From an optimization exercise on the open Yosys and OpenROAD flow, aimed at small area; shortcuts taken in it are not production practice. The RTL was checked by simulation tests, not by an equivalence proof against the original design. Power is estimated from default activity; no workload was simulated.

Design rv_exec_top, start of the top module:
module rv_exec_top (
   input  logic          i_clk,
   input  logic          i_rst,
   input  logic          i_valid,
   input  logic [31:0]   i_inst,
   output logic          o_wb_valid,
   output logic          o_wb_illegal,
   output logic [4:0]    o_wb_rd,
   output logic [31:0]   o_wb_data
);
For scale: roughly 74 I/O pins.
clock: 6.5 ns
lec_check: 0
cap_margin: 15
core_margin: 2
core_utilization: 40
setup_slack_margin: 0.25
slew_margin: 15
synth_hierarchical: 1
standard.sh (not shown) runs the stock make flow with config.mk's settings and CLKGATE_MAP_FILE= SYNTH_SCRIPT=/design/flow/synth_recipe.tcl, a recipe that flattens the netlist after the stock synthesis.
==> flow/flow/run.sh <==
#!/bin/bash
# Layout: the standard flow (standard.sh, ORFS) with a lighter clock tree
# and small port buffers.
set -euo pipefail

# port buffers: a small buffer instead of the default pick
export BUFFER_PORTS_ARGS="-buffer_cell sky130_fd_sc_hd__buf_1"
# clock tree: bigger sink clusters of clkbuf_4, no dummy loads
export CTS_ARGS="-sink_clustering_enable -repair_clock_nets -sink_clustering_size 8 -sink_clustering_max_diameter 40 -buf_list sky130_fd_sc_hd__clkbuf_4 -dont_use_dummy_load"

bash standard.sh > standard.log 2>&1
The baseline finished with timing, DRC and antenna clean.
Change:
--- a/flow/flow/run.sh
+++ b/flow/flow/run.sh
@@ -8,3 +8,3 @@
 # clock tree: bigger sink clusters of clkbuf_4, no dummy loads
-export CTS_ARGS="-sink_clustering_enable -repair_clock_nets -sink_clustering_size 8 -sink_clustering_max_diameter 40 -buf_list sky130_fd_sc_hd__clkbuf_4 -dont_use_dummy_load"
+export CTS_ARGS="-sink_clustering_enable -repair_clock_nets -sink_clustering_size 10 -sink_clustering_max_diameter 40 -buf_list sky130_fd_sc_hd__clkbuf_4 -dont_use_dummy_load"
 
Design area is about the same.
Utilization goes down by 0.13 points.
Power goes down by 1.6%.
Routed wire length is about the same.
Setup slack improved by 41 ps.
Clock skew barely changes.
Combinational power stays flat.
Sequential cell count stays the same.
Via count barely changes.
Clock-buffer cell count goes down by 17.
Final cell count goes down by 0.33%.
Change:
--- a/flow/flow/run.sh
+++ b/flow/flow/run.sh
@@ -8,3 +8,3 @@
 # clock tree: bigger sink clusters of clkbuf_4, no dummy loads
-export CTS_ARGS="-sink_clustering_enable -repair_clock_nets -sink_clustering_size 10 -sink_clustering_max_diameter 40 -buf_list sky130_fd_sc_hd__clkbuf_4 -dont_use_dummy_load"
+export CTS_ARGS="-sink_clustering_enable -repair_clock_nets -sink_clustering_size 8 -sink_clustering_max_diameter 40 -buf_list sky130_fd_sc_hd__clkbuf_4 -dont_use_dummy_load"
 
- CAP_MARGIN: 15 -> 5
- CORE_UTILIZATION: 40 -> 60
- SETUP_SLACK_MARGIN: 0.25 -> 0.3
- SLEW_MARGIN: 15 -> 5
What happened:
- critical path depth rose by 2
- worst setup slack is better by 94 ps
- wire length barely changes
- power barely changes
- clock power barely changes
- die area shrinks by 33%
- non-clock buffer count shrinks by 5
- cell area goes down by about 1.2%
- final cell count is lower by about 8%
- via count increases by about 7%
Change:
--- a/flow/flow/run.sh
+++ b/flow/flow/run.sh
@@ -8,3 +8,3 @@
 # clock tree: bigger sink clusters of clkbuf_4, no dummy loads
-export CTS_ARGS="-sink_clustering_enable -repair_clock_nets -sink_clustering_size 8 -sink_clustering_max_diameter 40 -buf_list sky130_fd_sc_hd__clkbuf_4 -dont_use_dummy_load"
+export CTS_ARGS="-sink_clustering_enable -repair_clock_nets -sink_clustering_size 10 -sink_clustering_max_diameter 40 -buf_list sky130_fd_sc_hd__clkbuf_4 -dont_use_dummy_load"
 
- CAP_MARGIN: 5 -> 15
- CORE_UTILIZATION: 60 -> 50
- SETUP_SLACK_MARGIN: 0.3 -> 0.25
- SLEW_MARGIN: 5 -> 15
After rerunning: Count of clock-buffer cells in the layout shrinks by 11; total power came out lower slightly; design area grows slightly; clock power shrinks by a few percent; flip-flop and latch count stays the same; sequential share of layout area came out lower by 0.34 points.

## what the ideal ports hide
The results above use ideal ports. As a check the final layouts listed here were re-extracted and re-timed, cells and wires unchanged. Step 1 sets driving cells, clkbuf_16 on the clock port and buf_2 on the other inputs (assumed; they add their load-dependent delay and slew). Step 2 also shifts input and output timing later by t, the mid clock arrival at the registers, as if the neighbouring blocks saw the same clock. Slacks: no drivers / after step 1 / after step 2; pairs: no drivers / after step 1.
| run | t, ns | setup slack, ns | clock arrival spread, ns |
|---|---|---|---|
| the first run | 1.220 | 0.304 / 0.304 / 0.304 | 0.191 / 0.190 |
| the second run | 1.123 | 0.345 / 0.345 / 0.345 | 0.188 / 0.188 |
| the third run | 1.145 | 0.439 / 0.439 / 0.439 | 0.180 / 0.181 |
| the fourth run | 1.214 | 0.332 / 0.332 / 0.332 | 0.129 / 0.129 |
After both steps setup and hold are still met in every run listed.
